What follows belongs to an exercise in optimizing a design on an open flow for small area, a short achievable clock period and few clock cycles; a production flow would make more cautious choices. At most, simulation tests tie the RTL to the original design; equivalence was not proved. No activity file was given, so power comes from the tool's default toggle rates. The clock port is modelled as an ideal driver; clocking choices that lean on that would not hold on a real chip.

## run a
==> module lbp_stream, before the edit <==
module lbp_stream #(
    parameter int IMG_W = 128,
    parameter int IMG_H = 128,
    parameter int DW    = 8,
    parameter int AW    = $clog2(IMG_W*IMG_H)
) (
    input  logic          clk,
    input  logic          reset,
    input  logic          gray_ready,
    input  logic [DW-1:0] thr,
    output logic          gray_req,
    output logic [AW-1:0] gray_addr,
    input  logic [DW-1:0] gray_data,
    output logic          lbp_valid,
    input  logic          lbp_ready,
    output logic [AW-1:0] lbp_addr,
    output logic [7:0]    lbp_data,
    output logic          finish
);
    localparam int CW    = $clog2(IMG_W);
    localparam int RW    = $clog2(IMG_H);
    localparam int RD    = IMG_W + 2;             
    localparam int PW    = $clog2(RD);
    localparam int UB    = lbp_pkg::C_UP_BITS;
    localparam int QD    = lbp_pkg::C_QDEPTH;
    logic             r_started;
    logic             r_req;
    logic [CW-1:0]    r_rcol;        
    logic [RW-1:0]    r_rrow;
    logic             r_rdone;       
    logic [PW-1:0]    r_ph;          
    logic             r_infl;        
    logic             r_v0;          
    logic             r_req_code;    
    logic             r_infl_code;   
    logic             r_v0_code;     
    logic [DW-1:0]    r_thr;
    logic [QD-1:0]    r_qn;          
    logic [QD-1:0]    r_cred;        
    logic             r_lbp_valid;
    logic [CW-1:0]    r_ocol;        
    logic [RW-1:0]    r_orow;
    logic             r_finish;
    logic [RD*DW-1:0]     w_pix;
    logic [RD*UB-1:0]     w_ub;
    logic [QD-1:0][7:0]   r_q;       
    logic [DW-1:0]        w_l [0:RD-1];
    logic [DW-1:0]        r_l_out;   
    logic [DW:0]          r_ref_c;   
    logic [DW:0]          r_ref_u;   
    logic [UB-1:0]        w_up_new;
    logic [7:0]           w_code;
    logic             w_push;
    logic             w_pop;
    logic             w_rlast;
    logic             w_rdone_nxt;
    logic             w_base;
    logic             w_cr;
    logic             w_ok_hold;
    logic             w_ok_pop;
    logic             w_req_nxt;
    logic [QD-1:0]    w_cred_hold;
    logic [QD-1:0]    w_cred_pop;
    logic [QD-1:0]    w_qn_hold;
    logic [QD-1:0]    w_qn_pop;
    for (genvar k = 0; k < RD; k++) begin : g_tap
        assign w_l[k] = w_pix[k*DW +: DW];
    end
    lbp_line_buffer #(
        .DEPTH (RD),
        .DW    (DW),
        .UB    (UB)
    ) u_ring (
        .clk   (clk),
        .load  (r_infl),
        .din   (gray_data),
        .upd   (r_v0),
        .ub_in (w_up_new),
        .pix   (w_pix),
        .ub    (w_ub)
    );
    always_ff @(posedge clk) begin
        r_l_out <= w_l[RD-1];
        r_ref_c <= {1'b0, w_l[IMG_W]} + {1'b0, r_thr};
        r_ref_u <= {1'b0, w_l[0]} + {1'b0, r_thr};
    end
    assign w_up_new[0] = ({1'b0, r_l_out}      >= r_ref_u);
    assign w_up_new[1] = ({1'b0, w_l[IMG_W+1]} >= r_ref_u);
    assign w_up_new[2] = ({1'b0, w_l[IMG_W]}   >= r_ref_u);
    assign w_code[2:0] = w_ub[(IMG_W+1)*UB +: UB];
    assign w_code[3]   = ({1'b0, r_l_out}  >= r_ref_c);
    assign w_code[4]   = ({1'b0, w_l[IMG_W]} >= r_ref_c);
    assign w_code[5]   = ({1'b0, w_l[2]}   >= r_ref_c);
    assign w_code[6]   = ({1'b0, w_l[1]}   >= r_ref_c);
    assign w_code[7]   = ({1'b0, w_l[0]}   >= r_ref_c);
    assign w_push = r_v0_code;
    assign w_pop  = r_lbp_valid && lbp_ready;
    assign w_rlast     = (r_rrow == RW'(IMG_H-1)) && (r_rcol == CW'(IMG_W-1));
    assign w_rdone_nxt = r_rdone || (r_req && w_rlast);
    assign w_cr = r_req ? ((r_rrow >= RW'(2)) && (r_rcol >= CW'(1)) && (r_rcol <= CW'(IMG_W-2)))
                        : ((r_rrow >= RW'(2)) && (r_rcol >= CW'(2)));
    assign w_base      = r_started && !w_rdone_nxt && (r_ph == '0);
    assign w_ok_hold   = w_base && !r_cred[QD-1];
    assign w_ok_pop    = w_base;
    assign w_cred_hold = (w_ok_hold && w_cr) ? {r_cred[QD-2:0], 1'b1} : r_cred;
    assign w_cred_pop  = (w_ok_pop  && w_cr) ? r_cred : {1'b0, r_cred[QD-1:1]};
    assign w_req_nxt   = w_pop ? w_ok_pop : w_ok_hold;
    assign w_qn_hold   = w_push ? {r_qn[QD-2:0], 1'b1} : r_qn;
    assign w_qn_pop    = w_push ? r_qn : {1'b0, r_qn[QD-1:1]};
    always_ff @(posedge clk or posedge reset) begin
        if (reset) begin
            r_started   <= 1'b0;
            r_req       <= 1'b0;
            r_rcol      <= '0;
            r_rrow      <= '0;
            r_rdone     <= 1'b0;
            r_ph        <= '0;
            r_infl      <= 1'b0;
            r_v0        <= 1'b0;
            r_req_code  <= 1'b0;
            r_infl_code <= 1'b0;
            r_v0_code   <= 1'b0;
            r_cred      <= '0;
        end else begin
            if (gray_ready) r_started <= 1'b1;
            r_req   <= w_req_nxt;
            r_rdone <= w_rdone_nxt;
            if (r_req) begin
                r_rcol <= r_rcol + CW'(1);
                if (r_rcol == CW'(IMG_W-1)) r_rrow <= r_rrow + RW'(1);
            end
            if (w_req_nxt || !r_started || (r_ph == PW'(RD-1)))
                r_ph <= '0;
            else
                r_ph <= r_ph + PW'(1);
            r_infl      <= r_req;
            r_v0        <= r_infl;
            r_req_code  <= w_req_nxt && w_cr;
            r_infl_code <= r_req_code;
            r_v0_code   <= r_infl_code;
            r_cred      <= w_pop ? w_cred_pop : w_cred_hold;
        end
    end
    always_ff @(posedge clk) begin
        if (!r_started && gray_ready) r_thr <= thr;
    end
    logic [QD:0] w_qtop;
    assign w_qtop = {r_qn, 1'b1} & ~{1'b0, r_qn};
    always_ff @(posedge clk) begin
        for (int i = 0; i < QD; i++) begin
            if (w_pop) begin
                if (w_push && w_qtop[i+1])
                    r_q[i] <= w_code;
                else if (i < QD-1)
                    r_q[i] <= r_q[(i < QD-1) ? i+1 : i];
            end else if (w_push && w_qtop[i]) begin
                r_q[i] <= w_code;
            end
        end
    end
    always_ff @(posedge clk or posedge reset) begin
        if (reset) begin
            r_qn        <= '0;
            r_lbp_valid <= 1'b0;
            r_ocol      <= CW'(1);
            r_orow      <= RW'(1);
            r_finish    <= 1'b0;
        end else begin
            r_qn        <= w_pop ? w_qn_pop : w_qn_hold;
            r_lbp_valid <= w_pop ? w_qn_pop[0] : w_qn_hold[0];
            if (w_pop) begin
                if (r_ocol == CW'(IMG_W-2)) begin
                    r_ocol <= CW'(1);
                    r_orow <= r_orow + RW'(1);
                end else begin
                    r_ocol <= r_ocol + CW'(1);
                end
                if ((r_orow == RW'(IMG_H-2)) && (r_ocol == CW'(IMG_W-2)))
                    r_finish <= 1'b1;
            end
        end
    end
    assign gray_req  = r_req;
    assign gray_addr = {r_rrow, r_rcol};
    assign lbp_valid = r_lbp_valid;
    assign lbp_addr  = {r_orow, r_ocol};
    assign lbp_data  = r_q[0];
    assign finish    = r_finish;
endmodule
clock: 5.7 ns
lec_check: 0
cap_margin: 20
core_margin: 2
core_utilization: 40
cts_cluster_diameter: 100
cts_cluster_size: 30
setup_slack_margin: 3.5
slew_margin: 20
standard.sh (not shown) runs the stock make flow with config.mk's settings and CLKGATE_MAP_FILE= SYNTH_SCRIPT=/design/flow/synth_recipe.tcl, a recipe that flattens the netlist after the stock synthesis.
==> flow/flow/run.sh <==
#!/bin/bash
# Layout flow: the standard ORFS flow (standard.sh, with its standard
# synthesis) run whole, with two changes passed as ORFS variables:
#  - the port buffers that placement inserts are buf_4 cells instead of the
#    default choice (a slow delay cell), one per input and output port;
#  - clock tree synthesis clusters up to 30 sinks per leaf buffer and does not
#    insert dummy loads.
# make's full output goes to make.log here; ORFS keeps each step's log under
# orfs/logs/.
set -euo pipefail
bash standard.sh \
  "BUFFER_PORTS_ARGS=-buffer_cell sky130_fd_sc_hd__buf_4" \
  "CTS_ARGS=-sink_clustering_enable -repair_clock_nets -dont_use_dummy_load -sink_clustering_size 30 -sink_clustering_max_diameter 100" \
  finish > make.log 2>&1
The following lists how run b was set up differently from run a:
--- a/flow/design.v
+++ b/flow/design.v
@@ -146,6 +146,4 @@
             r_started   <= 1'b0;
             r_req       <= 1'b0;
-            r_rcol      <= '0;
-            r_rrow      <= '0;
             r_rdone     <= 1'b0;
             r_ph        <= '0;
@@ -160,8 +158,4 @@
             r_req   <= w_req_nxt;
             r_rdone <= w_rdone_nxt;
-            if (r_req) begin
-                r_rcol <= r_rcol + CW'(1);
-                if (r_rcol == CW'(IMG_W-1)) r_rrow <= r_rrow + RW'(1);
-            end
             if (w_req_nxt || !r_started || (r_ph == PW'(RD-1)))
                 r_ph <= '0;
@@ -177,4 +171,25 @@
     end
     always_ff @(posedge clk) begin
+        if (!r_started) begin
+            r_rcol <= '0;
+            r_rrow <= '0;
+            r_ocol <= CW'(1);
+            r_orow <= RW'(1);
+        end else begin
+            if (r_req) begin
+                r_rcol <= r_rcol + CW'(1);
+                if (r_rcol == CW'(IMG_W-1)) r_rrow <= r_rrow + RW'(1);
+            end
+            if (w_pop) begin
+                if (r_ocol == CW'(IMG_W-2)) begin
+                    r_ocol <= CW'(1);
+                    r_orow <= r_orow + RW'(1);
+                end else begin
+                    r_ocol <= r_ocol + CW'(1);
+                end
+            end
+        end
+    end
+    always_ff @(posedge clk) begin
         if (!r_started && gray_ready) r_thr <= thr;
     end
@@ -197,20 +212,10 @@
             r_qn        <= '0;
             r_lbp_valid <= 1'b0;
-            r_ocol      <= CW'(1);
-            r_orow      <= RW'(1);
             r_finish    <= 1'b0;
         end else begin
             r_qn        <= w_pop ? w_qn_pop : w_qn_hold;
             r_lbp_valid <= w_pop ? w_qn_pop[0] : w_qn_hold[0];
-            if (w_pop) begin
-                if (r_ocol == CW'(IMG_W-2)) begin
-                    r_ocol <= CW'(1);
-                    r_orow <= r_orow + RW'(1);
-                end else begin
-                    r_ocol <= r_ocol + CW'(1);
-                end
-                if ((r_orow == RW'(IMG_H-2)) && (r_ocol == CW'(IMG_W-2)))
-                    r_finish <= 1'b1;
-            end
+            if (w_pop && (r_orow == RW'(IMG_H-2)) && (r_ocol == CW'(IMG_W-2)))
+                r_finish <= 1'b1;
         end
     end
Findings:
Run b finished all stages; the layout is clean. Power drawn by the sequential cells delta (run b -> run a): insignificant. Compare run b and run a | clock-buffer cell count lower: run a. Delta(share of final-layout standard cells stronger than drive strength 1, run b - run a) > 0. Run b ends up with higher routing usage on met1 than run a does. Run a -> run b: area after synthesis flat. Clock network fraction of design power ended up 0.5 points higher on run b than on run a. [run b] number of detailed-route iterations in the first pass rose 2 relative to run a. Run a → run b: global-route wire length before repair rose 1600 um, fraction of power consumed by combinational cells about even.
Testbench counts of run b, summed over its fixed seeds: cycles 262,240.
No functional check of the RTL was part of run a.

[re-timing with driven ports]
How much do the figures lean on ideal ports? The routed layouts below were timed once more, with nothing changed but the port constraints. Step 1: set_driving_cell puts a clkbuf_16 on clk and a buf_2 on each other input, an assumption about the parent block. Step 2 times the ports against the registers' clock, not the clock port: input delays grow and output delays shrink by t, the midpoint of the rising clock arrivals with the driver on. Three values: no drivers, after step 1, after step 2; two values: the first two.
| run | shift t [ns] | setup slack, ns | hold slack, ns |
|---|---|---|---|
| run a | 0.685 | 3.275 / 3.214 / 2.819 | 0.286 / 0.286 / 0.286 |
| run b | 0.676 | 3.286 / 3.224 / 2.860 | 0.215 / 0.215 / 0.215 |
After both steps every run listed still meets setup and hold. The setup slack of run a, which loses most, moves by -0.061 ns with the drivers and by -0.456 ns with both steps.
